Context: an optimization exercise on an open-source flow, tuned for small area, a short achievable clock period and few clock cycles. The choices shown serve that exercise and are no tape-out recipe.
Only simulation tests tie the RTL to the original design; equivalence was not proved.
No activity file was given, so power comes from the tool's default toggle rates.

**flow/design.v**
```verilog
package rv_exu_pkg;
  typedef struct packed {
    logic [31:0]           instr;
    logic [64-1:0]  pc;
    logic [64-1:0]  rs1_data;
    logic [64-1:0]  rs2_data;
  } exu_req_t;
  typedef struct packed {
    logic                  rs1_en;
    logic                  pc_en;
    logic                  rs2_en;
    logic                  imm_en;
    logic                  lgc_en;
    logic                  wlgc_en;
    logic                  br_en;
    logic [3:0]            lgc_op;
    logic [4:0]            wlgc_op;
    logic [2:0]            br_op;
    logic [64-1:0]  imm_data;
  } alu_ctrl_t;
  typedef struct packed {
    logic [64-1:0]  result;
    logic                  br_taken;
    logic                  zero;
    logic                  illegal;
  } exu_rsp_t;
endpackage
module exu_top (
  input  logic        clk,
  input  logic        rst_n,
  input  logic        req,
  input  logic [31:0] req_instr,
  input  logic [63:0] req_pc,
  input  logic [63:0] req_rs1,
  input  logic [63:0] req_rs2,
  output logic        ack,
  output logic [63:0] rsp_result,
  output logic        rsp_br_taken,
  output logic        rsp_zero,
  output logic        rsp_illegal,
  output logic [31:0] retired_cnt,
  output logic [31:0] br_taken_cnt
);
  function automatic logic [63:0] rev64(input logic [63:0] v);
    for (int i = 0; i < 64; i++) rev64[i] = v[63-i];
  endfunction
  function automatic logic [1:0] ucmp(input logic [63:0] p, input logic [63:0] b);
    logic [63:0] l, e;
    l = p & b;
    e = ~p;
    for (int lv = 0; lv < 6; lv++) begin
      for (int i = 0; i < 32; i++) begin
        if (i < (32 >> lv)) begin
          l[i] = l[2*i+1] | (e[2*i+1] & l[2*i]);
          e[i] = e[2*i+1] & e[2*i];
        end
      end
    end
    ucmp = {l[0], e[0]};
  endfunction
  function automatic logic [63:0] carries(input logic [63:0] p, input logic [63:0] g);
    logic [63:0] pp, gg;
    pp = p;
    gg = g;
    for (int lv = 0; lv < 6; lv++) begin
      for (int i = 0; i < 64; i++) begin
        if (((i >> lv) & 1) == 1) begin
          gg[i] = gg[i] | (pp[i] & gg[((i >> lv) << lv) - 1]);
          pp[i] = pp[i] & pp[((i >> lv) << lv) - 1];
        end
      end
    end
    carries = {gg[62:0], 1'b0};
  endfunction
  logic [6:0]  opcode;
  logic [2:0]  funct3;
  logic        b30;
  logic        is_op, is_opi, is_op32, is_opi32, is_lui, is_auipc, is_br;
  logic        is_w, is_rr;
  logic [3:0]  code;
  logic [63:0] imm_i, imm_u;
  logic [63:0] opb;
  assign opcode = req_instr[6:0];
  assign funct3 = req_instr[14:12];
  assign b30    = req_instr[30];
  assign is_op    = (opcode == 7'b0110011);
  assign is_opi   = (opcode == 7'b0010011);
  assign is_op32  = (opcode == 7'b0111011);
  assign is_opi32 = (opcode == 7'b0011011);
  assign is_lui   = (opcode == 7'b0110111);
  assign is_auipc = (opcode == 7'b0010111);
  assign is_br    = (opcode == 7'b1100011);
  assign is_w  = is_op32 | is_opi32;
  assign is_rr = is_op | is_op32;
  assign code = {(is_rr | (funct3 == 3'b101)) & b30, funct3};
  assign imm_i = {{52{req_instr[31]}}, req_instr[31:20]};
  assign imm_u = {{32{req_instr[31]}}, req_instr[31:12], 12'b0};
  assign opb = req_instr[5] ? req_rs2 : imm_i;
  logic        sub;
  logic [63:0] add_a, add_b, add_p, add_g, sum;
  assign sub   = b30 & req_instr[5] & ~req_instr[6];
  assign add_a = req_instr[2] ? req_pc : (req_rs1 ^ {64{sub}});
  assign add_b = req_instr[2] ? imm_u : opb;
  assign add_p = add_a ^ add_b;
  assign add_g = add_a & add_b;
  assign sum   = add_p ^ {64{sub}} ^ carries(add_p, add_g);
  logic [1:0] cmp;
  logic       eq, lt, ltu, br_in;
  assign cmp = ucmp(add_p, opb);
  assign eq  = cmp[0];
  assign ltu = cmp[1];
  assign lt  = (req_rs1[63] ^ opb[63]) ? req_rs1[63] : ltu;
  always_comb begin
    case (funct3)
      3'b000:  br_in = eq;
      3'b001:  br_in = !eq;
      3'b100:  br_in = lt;
      3'b101:  br_in = !lt;
      3'b110: br_in = ltu;
      3'b111: br_in = !ltu;
      default:  br_in = 1'b0;
    endcase
    br_in = br_in & is_br;
  end
  logic        sh_left, sh_w;
  logic [5:0]  shamt;
  logic        sh_fill;
  logic [63:0] sr_in, fill_mask, sh_res;
  assign sh_left   = ~req_instr[14];
  assign sh_w      = req_instr[3];
  assign shamt     = {opb[5] & ~sh_w, opb[4:0]};
  assign sh_fill   = b30 & ~sh_left & (sh_w ? req_rs1[31] : req_rs1[63]);
  assign sr_in     = sh_left ? rev64(req_rs1) : {req_rs1[63:32] & {32{~sh_w}}, req_rs1[31:0]};
  assign fill_mask = sh_w ? {32'b0, ~(32'hFFFF_FFFF >> shamt[4:0])} : ~(64'hFFFF_FFFF_FFFF_FFFF >> shamt);
  assign sh_res    = (sr_in >> shamt) | (fill_mask & {64{sh_fill}});
  logic [63:0] res;
  logic        ill_in;
  always_comb begin
    res    = '0;
    ill_in = 1'b0;
    if (is_op | is_opi | is_w) begin
      case (code)
        4'b0000,
        4'b1000:  res = sum;
        4'b0001,
        4'b0101,
        4'b1101:  res = sh_res;
        4'b0010:  res = {63'b0, lt & ~is_w};
        4'b0011: res = {63'b0, ltu & ~is_w};
        4'b0100:  res = is_w ? 64'b0 : add_p;
        4'b0110:   res = is_w ? 64'b0 : add_p | add_g;
        4'b0111:  res = is_w ? 64'b0 : add_g;
        4'b1111:  res = is_w ? 64'b0 : opb;
        default: ;
      endcase
    end else if (is_lui) begin
      res = imm_u;
    end else if (is_auipc) begin
      res = sum;
    end else if (!is_br) begin
      ill_in = 1'b1;
    end
  end
  logic        ack_q;
  logic        capture;
  logic [63:0] res_q;
  logic        w_q, rev_q, br_q, ill_q;
  assign capture = req & ~ack_q;
  always_ff @(posedge clk or negedge rst_n) begin
    if (!rst_n) begin
      ack_q <= 1'b0;
    end else begin
      ack_q <= req;
    end
  end
  always_ff @(posedge clk) begin
    if (!ack_q) begin
      res_q <= res;
      w_q   <= is_w;
      rev_q <= (is_op | is_opi | is_w) & (code == 4'b0001);
      br_q  <= br_in;
      ill_q <= ill_in;
    end
  end
  function automatic logic [31:0] inc32(input logic [31:0] v, input logic [2:0] ones,
                                        input logic inc);
    logic c, pre;
    for (int k = 0; k < 4; k++) begin
      c = inc;
      for (int m = 0; m < k; m++) c = c & ones[m];
      for (int t = 0; t < 8; t++) begin
        pre = 1'b1;
        for (int u = 0; u < t; u++) pre = pre & v[8*k+u];
        inc32[8*k+t] = v[8*k+t] ^ (c & pre);
      end
    end
  endfunction
  logic [31:0] ret_cnt_q, br_cnt_q;
  logic [2:0]  ret_ones_q, br_ones_q;
  logic        ret_pend_q, br_pend_q;
  always_ff @(posedge clk or negedge rst_n) begin
    if (!rst_n) begin
      ret_cnt_q  <= '0;
      ret_ones_q <= '0;
      ret_pend_q <= 1'b0;
      br_cnt_q   <= '0;
      br_ones_q  <= '0;
      br_pend_q  <= 1'b0;
    end else begin
      ret_cnt_q  <= retired_cnt;
      ret_ones_q <= {&retired_cnt[23:16], &retired_cnt[15:8], &retired_cnt[7:0]};
      ret_pend_q <= capture;
      br_cnt_q   <= br_taken_cnt;
      br_ones_q  <= {&br_taken_cnt[23:16], &br_taken_cnt[15:8], &br_taken_cnt[7:0]};
      br_pend_q  <= capture & br_in;
    end
  end
  assign retired_cnt  = inc32(ret_cnt_q, ret_ones_q, ret_pend_q);
  assign br_taken_cnt = inc32(br_cnt_q, br_ones_q, br_pend_q);
  assign ack          = ack_q;
  logic [63:0] res_r;
  logic        z_lo, z_hi;
  assign res_r = rev_q ? rev64(res_q) : res_q;
  assign z_lo  = ~|res_q[31:0];
  assign z_hi  = ~|res_q[63:32];
  assign rsp_result   = {w_q ? {32{res_r[31]}} : res_r[63:32], res_r[31:0]};
  assign rsp_zero     = rev_q ? (z_hi & (w_q | z_lo)) : (z_lo & (w_q | z_hi));
  assign rsp_br_taken = br_q;
  assign rsp_illegal  = ill_q;
endmodule
```
**flow/constraint.sdc**
```tcl
create_clock -name core_clock -period 10.0 [get_ports {clk}]
set_input_delay 2.0000 -clock core_clock [delete_from_list [all_inputs] [get_ports {clk}]]
set_output_delay 2.0000 -clock core_clock [all_outputs]
set_load 0.01 [all_outputs]
```
**flow/standard.sh**
```bash
#!/bin/bash
# synth_recipe.tcl (not shown) runs the flow's synth.tcl, then flattens the netlist and writes it again
# the make line also repeats each setting of config.mk as NAME=value (left out here)
make -C /OpenROAD-flow-scripts/flow DESIGN_CONFIG=/design/flow/config.mk WORK_HOME=/design/flow/orfs CLKGATE_MAP_FILE= SYNTH_SCRIPT=/design/flow/synth_recipe.tcl "${@:-finish}"
```
**flow/config.mk**
```make
export PLATFORM = sky130hd
export DESIGN_NAME = exu_top
export DESIGN_NICKNAME = exu_top
export VERILOG_FILES = /design/flow/design.v
export SDC_FILE = /design/flow/constraint.sdc
export NUM_CORES = 4
export LEC_CHECK = 0
export CAP_MARGIN = 40
export CORE_MARGIN = 2
export CORE_UTILIZATION = 50
export SETUP_SLACK_MARGIN = 5
export SLEW_MARGIN = 20
export TNS_END_PERCENT = 0
```
**flow/flow/run.sh**
```bash
#!/bin/bash
# The standard layout (standard.sh: standard synthesis and the ORFS steps
# through finish), with these changes:
#  - ports are buffered with sky130_fd_sc_hd__buf_2 instead of the resizer's
#    own pick (clkdlybuf4s50_1, a slow delay cell of twice the area);
#  - timing repair may resize cells across footprints, so those port buffers
#    can be upsized where a path needs it;
#  - the slow wide and/or cells (4-input and/or/nor, 3-input or, and the
#    a2111/o2111/a41/o41/a311/o311 forms, the weak a222oi,
#    and the weakest _0 sizes) are added to the platform's
#    don't-use list, so that synthesis maps the carry and compare trees to
#    faster cells. A DONT_USE_CELLS given to make replaces the platform's
#    list, so the platform's list is read from make first and kept.
# The full make output goes to flow_make.log here; ORFS's per-step logs stay
# under orfs/logs/.
set -euo pipefail
cd "$(dirname "${BASH_SOURCE[0]}")/.."
work=$(pwd)
platform_du=$(make -s -C "$FLOW_HOME" DESIGN_CONFIG="$work/config.mk" WORK_HOME="$work/orfs" \
  print-DONT_USE_CELLS 2> dont_use_print.log | sed -n 's/^DONT_USE_CELLS: //p')
if [[ -z "$platform_du" ]]; then
  echo "could not read the platform's DONT_USE_CELLS" >&2
  exit 1
fi
slow=""
for c in or3 or3b or4 or4b or4bb nor4 nor4b nor4bb and4 and4b and4bb \
         a2111o a2111oi o2111a o2111ai a41o a41oi o41a o41ai \
         a311o a311oi o311a o311ai a222oi; do
  for d in 0 1 2 4; do
    slow+=" sky130_fd_sc_hd__${c}_${d}"
  done
done
# and the weakest sizes, which synthesis picks for area
slow+=" sky130_fd_sc_hd__a21boi_0 sky130_fd_sc_hd__and2_0 sky130_fd_sc_hd__o21ai_0 sky130_fd_sc_hd__or2_0"
echo "DONT_USE_CELLS=$platform_du$slow" > dont_use_cells.txt
bash standard.sh "DONT_USE_CELLS=$platform_du$slow" \
  "BUFFER_PORTS_ARGS=-buffer_cell sky130_fd_sc_hd__buf_2" \
  MATCH_CELL_FOOTPRINT=0 finish > flow_make.log 2>&1
```
==> results of run 1 <==
## area by class of cell
| class | instances | area (um^2) | share of cell area (%) |
|---|---|---|---|
| well taps | 592 | 740.7 | 2.664 |
| multi-input cells | 2307 | 18550 | 66.70 |
| clock buffers | 21 | 514.2 | 1.849 |
| repair buffers | 502 | 3450 | 12.40 |
| clock inverters | 11 | 78.83 | 0.2835 |
| flip-flops and latches | 141 | 3869 | 13.91 |
| inverters | 161 | 608.1 | 2.187 |
## registers in the layout (all words and copies together), names as in the netlist
signal	count
ack_q	1
br_cnt_q	32
br_ones_q	3
br_pend_q	1
br_q	1
ill_q	1
res_q	64
ret_cnt_q	32
ret_ones_q	3
ret_pend_q	1
rev_q	1
w_q	1
## worst max path at each step
stage	from	endpoint	slack, ns	depth (start not counted)
CTS	req_instr[5]	res_q[53]	4.63	20
finish	req_instr[5]	res_q[60]	4.45	20
global placement	req_instr[5]	br_pend_q	2.31	17
floorplan	req_instr[5]	res_q[53]	4.21	20
detailed placement	req_instr[5]	res_q[32]	2.71	13
global route	req_instr[5]	br_pend_q	4.48	20
## synth_stat cells (21+ instances only)
cell,count
mux2i_1,267
a21oi_1,250
nand2_1,248
o21ai_1,221
xnor2_1,206
nor2_1,181
inv_1,161
clkbuf_1,159
ha_1,136
o22ai_1,83
dfrtp_1,73
edfxtp_1,68
mux4_2,60
a21o_1,54
mux2_2,53
nand3_1,52
nor2b_1,49
nor3_1,46
and3_1,40
o221ai_1,36
buf_2,35
buf_1,32
nand4_1,31
xor2_1,28
a211oi_1,25
o211ai_1,21
## worst max-delay path, cell delays in order
cell and delay (ns):
buf_16 0.14, nand2_8 0.08, nor2_4 0.04, buf_12 0.14, buf_8 0.14, buf_6 0.13
clkbuf_16 0.17, xnor2_4 0.34, o21ai_2 0.13, ha_2 0.21, or2_2 0.30, a21oi_2 0.15
o21ai_1 0.12, a211o_1 0.35, a32o_1 0.30, a21oi_1 0.15, nand2_1 0.10, a21oi_2 0.18
xnor2_1 0.09, a221o_1 0.39
## kinds of logic after synthesis
logic type	Yosys count
XOR/XNOR	235
AO/OA/AOI/OAI	828
flip-flops	141
AND/OR/NAND/NOR	726
buffers and inverters	394
adder cells (fa/ha/maj)	136
multiplexers	381
## routing by layer
metal,track usage (%),wire (um),vias to the layer above
li1,-,-,10900
met1,56.34,40130,11830
met2,64.34,43870,1781
met3,12.37,13970,457
met4,34.37,10360,2
met5,0,11,-
## stage by stage
stage / power, mW / instances / utilization [%] / instance area (um^2)
floorplan: 1.614 / 2841 / - / 22470
finish: 2.963 / 3735 / 63.02 / 27810
global placement: 2.049 / 3597 / 55.24 / 24370
detailed placement: 2.081 / 3608 / 55.75 / 24600
CTS: 2.846 / 3705 / 61.42 / 27100
global route: 3.076 / 3735 / 63.02 / 27810
## repair_timing
item,4_1_cts,5_1_grt
hold buffers,0,0
endpoints found under the setup margin,66,66
hold endpoints to repair,0,0
setup buffers,54,26
gates cloned,11,1
pin swaps,55,29
gates resized for setup,239,71
## power by group through the flow
stage | logic (mW) | registers [mW] | clock network [mW]
2_1_floorplan | 0.966 | 0.648 | 0
3_3_place_gp | 1.40 | 0.650 | 0
3_5_place_dp | 1.43 | 0.652 | 0
4_1_cts | 1.59 | 0.641 | 0.618
5_1_grt | 1.79 | 0.643 | 0.642
6_report | 1.72 | 0.641 | 0.605
==> results.toml, run 1 <==
[worst_setup_path]
critPathRequiredTime_ns = 10.13
cp-start-kind = "input port"
worst_r2r_path_depth = 8
worst-path-max-fanout = 8
endpoint_kind = "flip-flop"
worstSetupPathType = "input port to flip-flop"
arrival_ns = 5.68
r2r_slack_ns = 7.88
reg2reg_from = "ret_pend_q"
rr_endpoint = "ret_ones_q[2]"

[route]
vias = 24960
wirelength_um = 108300
drt-pass1-iter-count = 6
ant_nets = 0
detail_route.iter0.violations = 3547
avgViaCountPerCell = 6.683
wl_per_cell_um = 29.01
drc_errors = 0

[synth]
synth_edf_count = 68
synth_fa_ha_area_share_pct = 7.628
synth_fp_nets = 3204
synth-main-ff-cell = "dfrtp_1"
synthCells = 2841
seq_area_frac_synth_pct = 17.34
yosys.area_share.simple_pct = 15.21
synth_cell_types = 67
synth.area.top_cells = "mux2i_1 12%, edfxtp_1 9.2%, dfrtp_1 8.2%, xnor2_1 8.1%, ha_1 7.6%"
synth-compound-area-share_pct = 22.72
synth_xor_area_share_pct = 9.288
yosys_warnings = 1
async_reset_ff_share_pct = 51.77
synthesis.area_um2 = 22310
muxShareOfSynthArea_pct = 20.78
ys_ff_latch = 141
synth_top_family_by_area = "compound AO/OA/AOI/OAI gates"
synth.avg_cell_area_um2 = 7.852
synth_top_area_cell = "mux2i_1"
synth_top_area_share_pct = 11.98

[sta]
finalSetupViolations = 0
slew_viol_final = 0
hold_ws_ns = 0.4722
tightest_slew_ns = 0.8955
max_freq_ghz = 0.1802
setup_tns_ns = 0
hold_violations = 0
period_needed_ns = 5.549
fin_crit_sh_pct = 55.49
postLayoutSetupSlackWorst_ns = 4.451
relSlewSlack_pct = 40.24
rsz0062_at_grt = "true"
finalClockSkew_ns = 0.007137

[worst_hold_path]
min_from = "br_cnt_q[31]"
hp-class = "flip-flop to flip-flop"
holdPathStages = 1
hold_end = "br_cnt_q[31]"

[pwr]
p_leak_nw = 12.51
clockPowerShare_pct = 20.4
power.density_nw_per_um2 = 106.6
power_frac_seq_pct = 21.6
switchingPower_mw = 1.294
max-vdd-ir-drop_uv = 132.4
sw_frac_of_total_pct = 43.68
comb_power_share_pct = 57.9
internal-power_mw = 1.669

[cts]
cts_tree = "built"
clock_path_buffers = 2
htreeDepth = 4
cts_buffers = 17
cts.sinks = 141
clk_pin_slew_worst_paths_ns = 0.06
root_buffer = "clkbuf_16"
clkLatencyLatePin_ns = 0.42

[cells_and_area]
diodes = 0
fin_nets = 3493
layout-drive-gt1-share_pct = 28.32
area_growth_syn_to_layout_pct = 24.66
final_cell_mix = "347 x buf_2, 250 x mux2i_1, 245 x nand2_1"
fill_cells = 3940
layout_commonest_cell = "buf_2"

[grt]
grtUsageTotal_pct = 44.62
grt-ovfl-total = 0
first_global_vias = 23270
antenna_found_initial = 3
grt_pass1_wl_um = 153900
grt_max_degree = 96

[placed_design]
place.port_buffers = 353
post-place-ws_ns = 2.707
place_congestion = 1.078
dp_hpwl_um = 81970

[floorplan]
initial_utilization_pct = 50.56
fp-row-count = 77
die_w_um = 215.2
io_pins = 359
dieArea_um2 = 46320
dieHeight_um = 215.2
coreArea_um2 = 44120

[job]
maxCapViolCount = 0

[status]
outcome = "finished clean"
Testbench counts, summed over its fixed seeds: cycles 6,392.
==> run 2: changes to the inputs <==
--- a/flow/flow/run.sh
+++ b/flow/flow/run.sh
@@ -2,6 +2,7 @@
 # The standard layout (standard.sh: standard synthesis and the ORFS steps
 # through finish), with these changes:
-#  - ports are buffered with sky130_fd_sc_hd__buf_2 instead of the resizer's
-#    own pick (clkdlybuf4s50_1, a slow delay cell of twice the area);
+#  - ports are buffered with sky130_fd_sc_hd__buf_1 instead of the resizer's
+#    own pick (clkdlybuf4s50_1, a slow delay cell of almost three times the
+#    area); repair upsizes the ones on critical paths;
 #  - timing repair may resize cells across footprints, so those port buffers
 #    can be upsized where a path needs it;
@@ -35,4 +36,4 @@
 echo "DONT_USE_CELLS=$platform_du$slow" > dont_use_cells.txt
 bash standard.sh "DONT_USE_CELLS=$platform_du$slow" \
-  "BUFFER_PORTS_ARGS=-buffer_cell sky130_fd_sc_hd__buf_2" \
+  "BUFFER_PORTS_ARGS=-buffer_cell sky130_fd_sc_hd__buf_1" \
   MATCH_CELL_FOOTPRINT=0 finish > flow_make.log 2>&1
==> results.toml, run 2 <==
[cts]
cts_tree = "built"
clkLatencyLatePin_ns = 0.42
root_buffer = "clkbuf_16"
clk_pin_slew_worst_paths_ns = 0.06
cts.sinks = 141
cts_buffers = 17
clock_path_buffers = 2
ctsHoldBuffers = 0
htreeDepth = 4

[sta]
setup_tns_ns = 0
tightest_slew_ns = 0.9988
finalSetupViolations = 0
fin_crit_sh_pct = 57.93
relSlewSlack_pct = 31.51
max_freq_ghz = 0.1726
slew_viol_final = 0
hold_violations = 0
rsz0062_at_grt = "true"
period_needed_ns = 5.793
postLayoutSetupSlackWorst_ns = 4.207
finalClockSkew_ns = 0.01624

[placed_design]
place.port_buffers = 353
place_congestion = 1.062
dp_hpwl_um = 82000
post-place-ws_ns = 2.582

[grt]
grtUsageTotal_pct = 44.48
grt_pass1_wl_um = 153400
grt_max_degree = 69
first_global_vias = 22950
grt-ovfl-total = 0
antenna_found_initial = 5

[worst_setup_path]
crit_chain = "clkbuf_2 > buf_4 > nor2b_1 > mux2i_1 > nand2_1 > o211ai_1 > mux2i_1 > mux2i_1 > o21ai_1 > a221oi_2 > o221ai_1"
worstSetupPathType = "input port to flip-flop"
cp-start-kind = "input port"
rr_endpoint = "ret_ones_q[2]"
worst_r2r_path_depth = 8
reg2reg_from = "ret_pend_q"
worst-path-max-fanout = 39
endpoint_kind = "flip-flop"
r2r_slack_ns = 7.87
slowest_delay_ns = 0.84
slowest_stage = "mux2i_1"
critPathRequiredTime_ns = 10.06
startpoint = "req_instr[3]"
arrival_ns = 5.86
path_common_cell = "mux2i_1"

[worst_hold_path]
hp-class = "flip-flop to flip-flop"
holdPathStages = 1
min_from = "ret_cnt_q[31]"
hold_end = "ret_cnt_q[31]"

[cells_and_area]
final_cell_mix = "347 x buf_1, 254 x mux2i_1, 245 x nand2_1"
layout_commonest_cell = "buf_1"
largest_reg_flops = 64
layout-drive-gt1-share_pct = 16.37
area_growth_syn_to_layout_pct = 22.18
fin_nets = 3483
top_regs = "res_q (64), br_cnt_q (32), ret_cnt_q (32)"
regMostFlops = "res_q"
fin_util_pct = 61.77

[synth]
synth-main-ff-cell = "dfrtp_1"
seq_area_frac_synth_pct = 17.34
yosys_warnings = 1
async_reset_ff_share_pct = 51.77
ys_ff_latch = 141
synth_fp_nets = 3204
synthCells = 2841
synthesis.area_um2 = 22310
synth_top_area_share_pct = 11.98
synth.most_common_cell = "mux2i_1"
synth_top_area_cell = "mux2i_1"
synth.area.top_cells = "mux2i_1 12%, edfxtp_1 9.2%, dfrtp_1 8.2%, xnor2_1 8.1%, ha_1 7.6%"
synth.top_cells.by_count = "267 x mux2i_1, 250 x a21oi_1, 248 x nand2_1, 221 x o21ai_1, 206 x xnor2_1"
synth_cell_types = 67
synth_edf_count = 68
synth.avg_cell_area_um2 = 7.852

[route]
ant_nets = 0
route.met3.wl_um = 13730
detail_route.iter0.violations = 4018
avgViaCountPerCell = 6.762
drt-pass1-iter-count = 6
drc_errors = 0
wirelength_um = 108400
met2_length_um = 45050
wl_per_cell_um = 29.08
top_layer_used = "met5"
vias = 25220
wirelength_met1_um = 40330

[pwr]
power.density_nw_per_um2 = 107.9
p_leak_nw = 11.31
max-vdd-ir-drop_uv = 134.4
power_mw = 2.940

[floorplan]
dieArea_um2 = 46320
initial_utilization_pct = 50.56
die_w_um = 215.2
dieHeight_um = 215.2
io_pins = 359
fp-row-count = 77
coreArea_um2 = 44120

[job]
maxCapViolCount = 0

[status]
outcome = "finished clean"
[run 2: changes by cell type in the layout (fill, tap and decap cells not counted), moves of 4 or more]
| cell | delta |
|---|---|
| o21ai_2 | -13 |
| buf_1 | +347 |
| inv_6 | +5 |
| buf_4 | -16 |
| a21oi_2 | -6 |
| xnor2_1 | -6 |
| o21ai_1 | +15 |
| xnor2_4 | +9 |
| diode_2 | +4 |
| a21oi_1 | +5 |
| buf_2 | -346 |
| mux2i_1 | +4 |
[run 2: cell type report]
cell class,count,area [um^2]
multi-input combinational,2306,18500
fill,3975,16870
sequential,141,3869
timing repair buffer,493,2960
tap,592,740.7
inverter,161,608.1
clock buffer,18,450.4
clock inverter,14,120.1
antenna,4,10.01
[run 2: worst max-delay path: cells and delay by family]
| family | cells | cell delay [ns] |
|---|---|---|
| buf+inv | 2 | 0.55 |
| compound gates | 4 | 1.45 |
| mux | 3 | 1.46 |
| simple gates | 2 | 0.37 |
[run 2: per-layer routing]
metal	track usage, %	up-vias
met5	0	-
met4	31.17	2
met3	10.40	394
met2	65.25	1890
met1	57.66	12050
li1	-	10880
[run 2: report_power, final]
| group | total [mW] | internal [mW] | switching, mW |
|---|---|---|---|
| logic | 1.70 | 0.655 | 1.05 |
| registers | 0.641 | 0.627 | 0.0145 |
| clock network | 0.598 | 0.341 | 0.256 |
[run 2: through the flow]
step	instance area, um^2	instances	hold WS, ns
2_1_floorplan	22470	2841	0.4962
3_3_place_gp	23930	3595	0.4573
3_5_place_dp	24120	3604	0.4624
4_1_cts	25950	3658	0.4733
5_1_grt	27240	3725	0.5023
6_report	27250	3729	0.4718
[run 2: how the worst max path moves through the flow]
stage,to,slack (ns)
2_1_floorplan,res_q[53],4.21
3_3_place_gp,br_pend_q,2.53
3_5_place_dp,br_pend_q,2.58
4_1_cts,res_q[53],4.46
5_1_grt,res_q[53],4.29
6_report,res_q[26],4.21
[run 2: cell families after synthesis]
group,after synthesis,share of synthesized area (%)
adders and majority gates,136,7.628
and+or+nand+nor,726,15.21
AOI/OAI and AO/OA,828,22.72
muxes,381,20.78
xor gates and xnor gates,235,9.288
DFF,141,17.34
buffers and inverters,394,7.028
[run 2: what timing repair did]
action | CTS | global route
buffers inserted | 15 | 57
pin swaps | 22 | 60
gates resized for setup | 176 | 118
endpoints found under the setup margin | 66 | 66
cloned | 7 | 5
==> run 3: changes to the inputs <==
--- a/flow/flow/run.sh
+++ b/flow/flow/run.sh
@@ -8,6 +8,5 @@
 #    can be upsized where a path needs it;
 #  - the slow wide and/or cells (4-input and/or/nor, 3-input or, and the
-#    a2111/o2111/a41/o41/a311/o311 forms, the weak a222oi,
-#    and the weakest _0 sizes) are added to the platform's
+#    a2111/o2111/a41/o41/a311/o311 forms) are added to the platform's
 #    don't-use list, so that synthesis maps the carry and compare trees to
 #    faster cells. A DONT_USE_CELLS given to make replaces the platform's
@@ -32,6 +31,4 @@
   done
 done
-# and the weakest sizes, which synthesis picks for area
-slow+=" sky130_fd_sc_hd__a21boi_0 sky130_fd_sc_hd__and2_0 sky130_fd_sc_hd__o21ai_0 sky130_fd_sc_hd__or2_0"
 echo "DONT_USE_CELLS=$platform_du$slow" > dont_use_cells.txt
 bash standard.sh "DONT_USE_CELLS=$platform_du$slow" \
==> results.toml, run 3 <==
[sta]
finalSetupViolations = 0
finalClockSkew_ns = 0.006621
relSlewSlack_pct = 38.59
max_freq_ghz = 0.1760
fin_crit_sh_pct = 56.81
rsz0062_at_grt = "true"
period_needed_ns = 5.681
slew_viol_final = 0
tightest_slew_ns = 0.9116
setup_tns_ns = 0
hold_violations = 0

[cells_and_area]
final_cell_mix = "342 x buf_1, 248 x mux2i_1, 245 x nand2_1"
layout-drive-gt1-share_pct = 16.15
diodes = 0
regMostFlops = "res_q"
area_growth_syn_to_layout_pct = 20.45
top_regs = "res_q (64), br_cnt_q (32), ret_cnt_q (32)"
design_area_um2 = 26830
fin_nets = 3471
layout_commonest_cell = "buf_1"
largest_reg_flops = 64

[synth]
synth.area.top_cells = "mux2i_1 12%, edfxtp_1 9.2%, dfrtp_1 8.2%, xnor2_1 8.1%, ha_1 7.6%"
synth_edf_count = 68
synth.top_cells.by_count = "267 x mux2i_1, 251 x a21oi_1, 248 x nand2_1, 206 x xnor2_1, 200 x o21ai_0"
yosys_warnings = 1
seq_area_frac_synth_pct = 17.37
async_reset_ff_share_pct = 51.77
synth.most_common_cell = "mux2i_1"
synthesis.area_um2 = 22280
synthCells = 2838
synth-main-ff-cell = "dfrtp_1"
synth_cell_types = 68
synth_top_area_cell = "mux2i_1"
synth_fp_nets = 3201
synth_top_area_share_pct = 12.00
synth.avg_cell_area_um2 = 7.849
ys_ff_latch = 141

[cts]
clock_path_buffers = 2
htreeDepth = 4
cts.sinks = 141
root_buffer = "clkbuf_16"
cts_tree = "built"
cts_buffers = 17
clk_pin_slew_worst_paths_ns = 0.06
clkLatencyLatePin_ns = 0.42

[grt]
first_global_vias = 22930
grt-ovfl-total = 0
antenna_found_initial = 9
grtUsageTotal_pct = 45.07
grt_pass1_wl_um = 154900
grt_max_degree = 79

[worst_setup_path]
worst_r2r_path_depth = 8
endpoint_kind = "flip-flop"
path_buf_inv = 4
worst-path-max-fanout = 34
path_delay_family = "multiplexers"
slowest_stage = "o21ai_0"
path_common_cell = "mux2i_1"
rr_endpoint = "ret_ones_q[2]"
slowest_delay_ns = 0.52
reg2reg_from = "ret_pend_q"
cp-start-kind = "input port"
critPathRequiredTime_ns = 10.11
arrival_ns = 5.79
worstSetupPathType = "input port to flip-flop"
r2r_slack_ns = 7.88
crit_chain = "buf_16 > buf_4 > clkbuf_16 > mux2i_4 > buf_6 > mux2i_1 > mux2i_1 > mux2i_1 > mux2i_1 > o21ai_0 > a21oi_1 > o21ai_0 > a21oi_1 > o21ai_0"

[route]
detail_route.iter0.violations = 3821
ant_nets = 0
drc_errors = 0
avgViaCountPerCell = 6.760
wirelength_um = 108800
vias = 25100
wl_per_cell_um = 29.30
drt-pass1-iter-count = 6

[floorplan]
initial_utilization_pct = 50.48
die_w_um = 215.1
io_pins = 359
coreArea_um2 = 44120
dieArea_um2 = 46260
dieHeight_um = 215.1
fp-row-count = 77

[status]
outcome = "finished clean"

[pwr]
internal-power_mw = 1.653
switchingPower_mw = 1.299
p_leak_nw = 11.19
power.density_nw_per_um2 = 110.0
max-vdd-ir-drop_uv = 107.5
comb_power_share_pct = 56.5
power_frac_seq_pct = 21.7
sw_frac_of_total_pct = 43.99
clockPowerShare_pct = 21.8
power_mw = 2.952

[placed_design]
dpl_cell_area_um2 = 24190
place.port_buffers = 353
dp_hpwl_um = 82350
place_congestion = 1.129

[worst_hold_path]
hold_end = "br_cnt_q[31]"
holdPathStages = 1
hp-class = "flip-flop to flip-flop"
min_from = "br_cnt_q[31]"

[job]
maxCapViolCount = 0
==> run 3: cell types whose count changed in the layout (fill, tap and decap cells not counted), sizes merged <==
cell          before  now
buf              476  465
inv              171  166
diode              4    0
bufinv             0    3
clkbuf            34   32
clkinv             2    4
dlymetal6s2s       1    0
mux2              54   55
mux2i            267  268
==> run 3: layout make-up <==
cell class / count / area, um^2
Clock inverter: 14 / 183.9
Multi-Input combinational cell: 2308 / 18290
Inverter: 161 / 604.3
Sequential cell: 141 / 3869
Fill cell: 4035 / 17290
Clock buffer: 18 / 429.2
Tap cell: 592 / 740.7
Timing Repair Buffer: 479 / 2715
==> run 3: cells by family (layout without fill, tap and decap cells) <==
logic type | after synthesis | count (layout) | synth area share (%)
xor gates and xnor gates | 235 | 235 | 9.301
adders and majority gates | 136 | 136 | 7.639
AOI/OAI and AO/OA | 828 | 828 | 22.71
and+or+nand+nor | 726 | 726 | 15.23
muxes | 381 | 383 | 20.81
buffers and inverters | 391 | 672 | 6.942
DFF | 141 | 141 | 17.37
==> run 3: how the worst max path moves through the flow <==
stage | slack, ns | from | endpoint | depth (start not counted)
2_1_floorplan | 4.21 | req_instr[5] | res_q[53] | 20
3_3_place_gp | 2.45 | req_instr[5] | res_q[53] | 18
3_5_place_dp | 2.37 | req_instr[5] | res_q[53] | 18
4_1_cts | 4.54 | req_instr[30] | res_q[29] | 20
5_1_grt | 4.35 | req_instr[30] | res_q[62] | 21
6_report | 4.32 | req_instr[5] | res_q[9] | 14
==> run 3: per-layer routing <==
layer  wire length (um)  GRT usage, %
met3              13530         9.880
met1              41140         59.31
met5                 27             0
met2              45480         66.88
met4               8622         28.90
==> run 3: per-stage QoR <==
| stage | setup slack (ns) | cells | hold slack [ns] | utilization [%] |
|---|---|---|---|---|
| after global placement | 2.449 | 3604 | 0.4555 | 54.34 |
| after floorplan | 4.206 | 2838 | 0.4962 | - |
| final | 4.319 | 3713 | 0.4747 | 60.81 |
| after global routing | 4.355 | 3713 | 0.4982 | 60.81 |
| after CTS | 4.544 | 3705 | 0.4789 | 59.78 |
| after detailed placement | 2.371 | 3625 | 0.4667 | 54.83 |
==> run 3: power groups by stage <==
stage               clock network [mW]  registers [mW]  logic [mW]
CTS                              0.654           0.640        1.55
global placement                     0           0.650        1.38
detailed placement                   0           0.651        1.41
finish                           0.644           0.640        1.67
floorplan                            0           0.648       0.947
global route                     0.680           0.642        1.74
==> run 3: worst reg2reg max path: stages, from the launching register on <==
cell	delay, ns
dfrtp_1	0.39
and3_1	0.34
and3_1	0.23
and2_1	0.18
and3_1	0.21
and2_1	0.19
nand2_1	0.08
xnor2_1	0.24
and3b_1	0.20
==> run 3: repair_timing <==
action	CTS	global route
hold buffers	0	0
resized for setup	270	80
buffers inserted	39	6
hold endpoints to repair	0	0
cloned	9	0
pin swaps	34	28
setup endpoints to repair	66	66
==> run 4: changes to the inputs <==
--- a/flow/design.v
+++ b/flow/design.v
@@ -98,5 +98,5 @@
   assign opb = req_instr[5] ? req_rs2 : imm_i;
   logic        sub;
-  logic [63:0] add_a, add_b, add_p, add_g, sum;
+  logic [63:0] add_a, add_b, add_p, add_g, add_c;
   assign sub   = b30 & req_instr[5] & ~req_instr[6];
   assign add_a = req_instr[2] ? req_pc : (req_rs1 ^ {64{sub}});
@@ -104,5 +104,5 @@
   assign add_p = add_a ^ add_b;
   assign add_g = add_a & add_b;
-  assign sum   = add_p ^ {64{sub}} ^ carries(add_p, add_g);
+  assign add_c = carries(add_p, add_g);
   logic [1:0] cmp;
   logic       eq, lt, ltu, br_in;
@@ -136,30 +136,32 @@
   logic [63:0] res;
   logic        ill_in;
+  logic        c_add;
+  logic [63:0] base;
+  assign c_add = ((is_op | is_opi | is_w) & (code[2:0] == 3'b000)) | is_auipc;
   always_comb begin
-    res    = '0;
+    base   = '0;
     ill_in = 1'b0;
-    if (is_op | is_opi | is_w) begin
+    if (c_add) begin
+      base = add_p ^ {64{sub}};
+    end else if (is_op | is_opi | is_w) begin
       case (code)
-        4'b0000,
-        4'b1000:  res = sum;
         4'b0001,
         4'b0101,
-        4'b1101:  res = sh_res;
-        4'b0010:  res = {63'b0, lt & ~is_w};
-        4'b0011: res = {63'b0, ltu & ~is_w};
-        4'b0100:  res = is_w ? 64'b0 : add_p;
-        4'b0110:   res = is_w ? 64'b0 : add_p | add_g;
-        4'b0111:  res = is_w ? 64'b0 : add_g;
-        4'b1111:  res = is_w ? 64'b0 : opb;
+        4'b1101:  base = sh_res;
+        4'b0010:  base = {63'b0, lt & ~is_w};
+        4'b0011: base = {63'b0, ltu & ~is_w};
+        4'b0100:  base = is_w ? 64'b0 : add_p;
+        4'b0110:   base = is_w ? 64'b0 : add_p | add_g;
+        4'b0111:  base = is_w ? 64'b0 : add_g;
+        4'b1111:  base = is_w ? 64'b0 : opb;
         default: ;
       endcase
     end else if (is_lui) begin
-      res = imm_u;
-    end else if (is_auipc) begin
-      res = sum;
-    end else if (!is_br) begin
+      base = imm_u;
+    end else if (!is_br && !is_auipc) begin
       ill_in = 1'b1;
     end
   end
+  assign res = base ^ (add_c & {64{c_add}});
   logic        ack_q;
   logic        capture;
@@ -183,39 +185,28 @@
     end
   end
-  function automatic logic [31:0] inc32(input logic [31:0] v, input logic [2:0] ones,
-                                        input logic inc);
-    logic c, pre;
-    for (int k = 0; k < 4; k++) begin
-      c = inc;
-      for (int m = 0; m < k; m++) c = c & ones[m];
-      for (int t = 0; t < 8; t++) begin
-        pre = 1'b1;
-        for (int u = 0; u < t; u++) pre = pre & v[8*k+u];
-        inc32[8*k+t] = v[8*k+t] ^ (c & pre);
-      end
-    end
-  endfunction
-  logic [31:0] ret_cnt_q, br_cnt_q;
-  logic [2:0]  ret_ones_q, br_ones_q;
-  logic        ret_pend_q, br_pend_q;
+  logic [31:0] ret_cnt_q;
+  logic        ret_pend_q;
   always_ff @(posedge clk or negedge rst_n) begin
     if (!rst_n) begin
       ret_cnt_q  <= '0;
-      ret_ones_q <= '0;
       ret_pend_q <= 1'b0;
-      br_cnt_q   <= '0;
-      br_ones_q  <= '0;
-      br_pend_q  <= 1'b0;
     end else begin
       ret_cnt_q  <= retired_cnt;
-      ret_ones_q <= {&retired_cnt[23:16], &retired_cnt[15:8], &retired_cnt[7:0]};
       ret_pend_q <= capture;
-      br_cnt_q   <= br_taken_cnt;
-      br_ones_q  <= {&br_taken_cnt[23:16], &br_taken_cnt[15:8], &br_taken_cnt[7:0]};
-      br_pend_q  <= capture & br_in;
-    end
-  end
-  assign retired_cnt  = inc32(ret_cnt_q, ret_ones_q, ret_pend_q);
-  assign br_taken_cnt = inc32(br_cnt_q, br_ones_q, br_pend_q);
+    end
+  end
+  assign retired_cnt = ret_cnt_q + {31'b0, ret_pend_q};
+  logic [31:0] br_cnt_q;
+  logic        br_pend_q;
+  always_ff @(posedge clk or negedge rst_n) begin
+    if (!rst_n) begin
+      br_cnt_q  <= '0;
+      br_pend_q <= 1'b0;
+    end else begin
+      br_cnt_q  <= br_taken_cnt;
+      br_pend_q <= capture & br_in;
+    end
+  end
+  assign br_taken_cnt = br_cnt_q + {31'b0, br_pend_q};
   assign ack          = ack_q;
   logic [63:0] res_r;
==> results.toml, run 4 <==
[status]
outcome = "finished clean"

[route]
drc_errors = 0
detail_route.iter0.violations = 4560
vias = 27360
wirelength_um = 121000
drt-pass1-iter-count = 7
ant_nets = 0
avgViaCountPerCell = 6.977
wl_per_cell_um = 30.85

[cells_and_area]
largest_reg_flops = 64
fin_nets = 3661
layout_commonest_cell = "nand2_1"
top_regs = "res_q (64), br_cnt_q (32), ret_cnt_q (32)"
final_cell_mix = "351 x nand2_1, 341 x buf_1, 265 x nor2_1"
regMostFlops = "res_q"
area_growth_syn_to_layout_pct = 20.96
layout-drive-gt1-share_pct = 18.01

[cts]
clock_path_buffers = 2
clk_pin_slew_worst_paths_ns = 0.06
ctsHoldBuffers = 0
cts.sinks = 135
cts_tree = "built"
htreeDepth = 4
cts_buffers = 17
clkLatencyLatePin_ns = 0.42
root_buffer = "clkbuf_16"

[synth]
synth.avg_cell_area_um2 = 7.632
synth_fa_ha_area_share_pct = 7.163
synth_cell_types = 71
muxShareOfSynthArea_pct = 17.33
seq_area_frac_synth_pct = 16.13
async_reset_ff_share_pct = 49.63
synth_top_area_share_pct = 8.857
synth.most_common_cell = "nand2_1"
synthesis.area_um2 = 23060
yosys.area_share.simple_pct = 17.01
synth_top_area_cell = "edfxtp_1"
synth-compound-area-share_pct = 24.82
synth_edf_count = 68
yosys_warnings = 1
synth-main-ff-cell = "edfxtp_1"
synth_top_family_by_area = "compound AO/OA/AOI/OAI gates"
synth_fp_nets = 3380
ys_ff_latch = 135
synth_xor_area_share_pct = 9.155
synth.area.top_cells = "edfxtp_1 8.9%, dfrtp_1 7.3%, ha_1 7.2%, mux4_2 7.0%, mux2i_1 6.9%"
synthCells = 3021
synth.top_cells.by_count = "355 x nand2_1, 277 x nor2_1, 244 x o21ai_0, 188 x a21oi_1, 171 x clkbuf_1"

[pwr]
max-vdd-ir-drop_uv = 190.4
power.density_nw_per_um2 = 100.7
p_leak_nw = 11.35

[placed_design]
dp_hpwl_um = 88220
place_congestion = 1.091
post-place-ws_ns = 2.908
place.port_buffers = 353

[worst_setup_path]
reg2reg_from = "ret_cnt_q[2]"
worst-path-max-fanout = 35
arrival_ns = 5.69
startpoint = "req_instr[4]"
endpoint_kind = "flip-flop"
slowest_stage = "a221oi_1"
crit_chain = "buf_1 > nor3b_1 > nand3_1 > inv_1 > nor2_4 > buf_6 > a221oi_1 > o211ai_1 > a21oi_1 > o31ai_2"
slowest_delay_ns = 0.80
critPathRequiredTime_ns = 10.12
cp-start-kind = "input port"
worstSetupPathType = "input port to flip-flop"
path_delay_family = "compound AO/OA/AOI/OAI gates"
path_buf_inv = 3

[sta]
tightest_slew_ns = 0.9414
period_needed_ns = 5.572
postLayoutSetupSlackWorst_ns = 4.428
max_freq_ghz = 0.1795
relSlewSlack_pct = 37.01
slew_viol_final = 0
finalSetupViolations = 0
rsz0062_at_grt = "true"
setup_tns_ns = 0
hold_violations = 0
fin_crit_sh_pct = 55.72
finalClockSkew_ns = 0.005719

[grt]
first_global_vias = 24790
grt-ovfl-total = 0
grtUsageTotal_pct = 48.46
grt_pass1_wl_um = 169700
antenna_found_initial = 11
grt_max_degree = 69

[floorplan]
fp-row-count = 78
die_w_um = 218.7
initial_utilization_pct = 50.70
coreArea_um2 = 45480
io_pins = 359
dieArea_um2 = 47850
dieHeight_um = 218.7

[worst_hold_path]
min_from = "ret_cnt_q[31]"
hp-class = "flip-flop to flip-flop"

[job]
maxCapViolCount = 0
run 4: what timing repair did:
| action | CTS | global route |
|---|---|---|
| cloned | 14 | 5 |
| setup buffers | 46 | 17 |
| setup endpoints to repair | 69 | 76 |
| gates resized for setup | 292 | 103 |
| pin swaps | 50 | 38 |
run 4: final cells by class:
type,instances,area [um^2]
antenna,6,15.01
clock buffer,18,429.2
clock inverter,14,148.9
fill,4046,17590
inverter,168,638.1
multi-input combinational,2455,18910
sequential,135,3719
tap,600,750.7
timing repair buffer,525,3281
run 4: metal layers:
metal	routed length, um	vias to the layer above	GRT usage, %	share of wire [%]
met2	49490	2255	70.08	41
met3	16880	499	12.62	14
li1	-	11570	-	-
met5	30	-	0	0.025
met4	10410	4	32.86	8.6
met1	44180	13030	63.11	37
run 4: power by group:
part / internal (mW) / switching (mW)
clock: 0.368 / 0.235
sequential: 0.601 / 0.0140
combinational: 0.578 / 1.01
run 4: path summary, 6_finish.rpt:
path | endpoint | slack, ns | cells past startpoint
worst max-delay path | res_q[21] | 4.43 | 10
max in group asynchronous | ret_cnt_q[17] | 7.99 | 3
worst min register to register | ret_cnt_q[31] | 0.47 | 1
min in group asynchronous | br_cnt_q[30] | 1.49 | 2
worst max register to register | ret_cnt_q[29] | 7.40 | 8
worst min-delay path | ret_cnt_q[31] | 0.47 | 1
run 4: worst reg2reg max path, cell delays in order, from the launching register on:
cell and delay (ns):
dfrtp_1 0.40, and3_1 0.22, and3_1 0.21, nand3_1 0.15, nor3_1 0.35, and3_1 0.31
nor3b_1 0.46, nand3_1 0.16, xnor2_1 0.23
run 4: kinds of logic (layout without fill, tap and decap cells):
kind of cell | Yosys count | count (layout)
AND/OR/NAND/NOR | 898 | 898
multiplexers | 297 | 299
other | 0 | 6
adder cells (fa/ha/maj) | 132 | 132
AO/OA/AOI/OAI | 885 | 885
flip-flops | 135 | 135
buffers and inverters | 433 | 725
XOR/XNOR | 241 | 241
run 4: metrics by stage:
stage	util (%)	instances	hold slack [ns]	instance area (um^2)	power [mW]
2_1_floorplan	-	3021	0.5004	23270	1.486
3_3_place_gp	53.90	3767	0.4574	24510	1.905
3_5_place_dp	54.43	3798	0.4620	24760	1.939
4_1_cts	59.57	3890	0.4742	27090	2.676
5_1_grt	61.29	3915	0.4907	27870	2.901
6_report	61.32	3921	0.4696	27890	2.808
Testbench counts of run 4, summed over its fixed seeds: cycles 6,392.

==> port drivers added, routing unchanged <==
The flow's constraints put no driver on any port. The routed layouts listed below were extracted and timed again, unchanged, in two steps. Step 1 assumes that a clkbuf_16 drives the clock port and a buf_2 every other input. Step 2 also shifts input and output timing later by t, the mid clock arrival at the registers, as if the neighbouring blocks saw the same clock. Three values: ideal, step 1, step 2; two values: the first two.
run	t, ns	setup slack, ns	hold slack, ns	worst setup path at the end	worst data-port slew with drivers (ns)
run 1	0.456	4.451 / 4.215 / 3.760	0.472 / 0.472 / 0.472	input to register	0.32
run 2	0.458	4.207 / 4.072 / 3.614	0.472 / 0.472 / 0.472	input to register	0.32
run 3	0.467	4.319 / 4.121 / 3.654	0.475 / 0.475 / 0.475	input to register	0.26
run 4	0.461	4.428 / 4.401 / 3.940	0.470 / 0.470 / 0.470	input to register	0.18
After both steps every run listed still meets setup and hold. The setup slack of run 1, which loses most, moves by -0.236 ns with the drivers and by -0.691 ns with both steps.
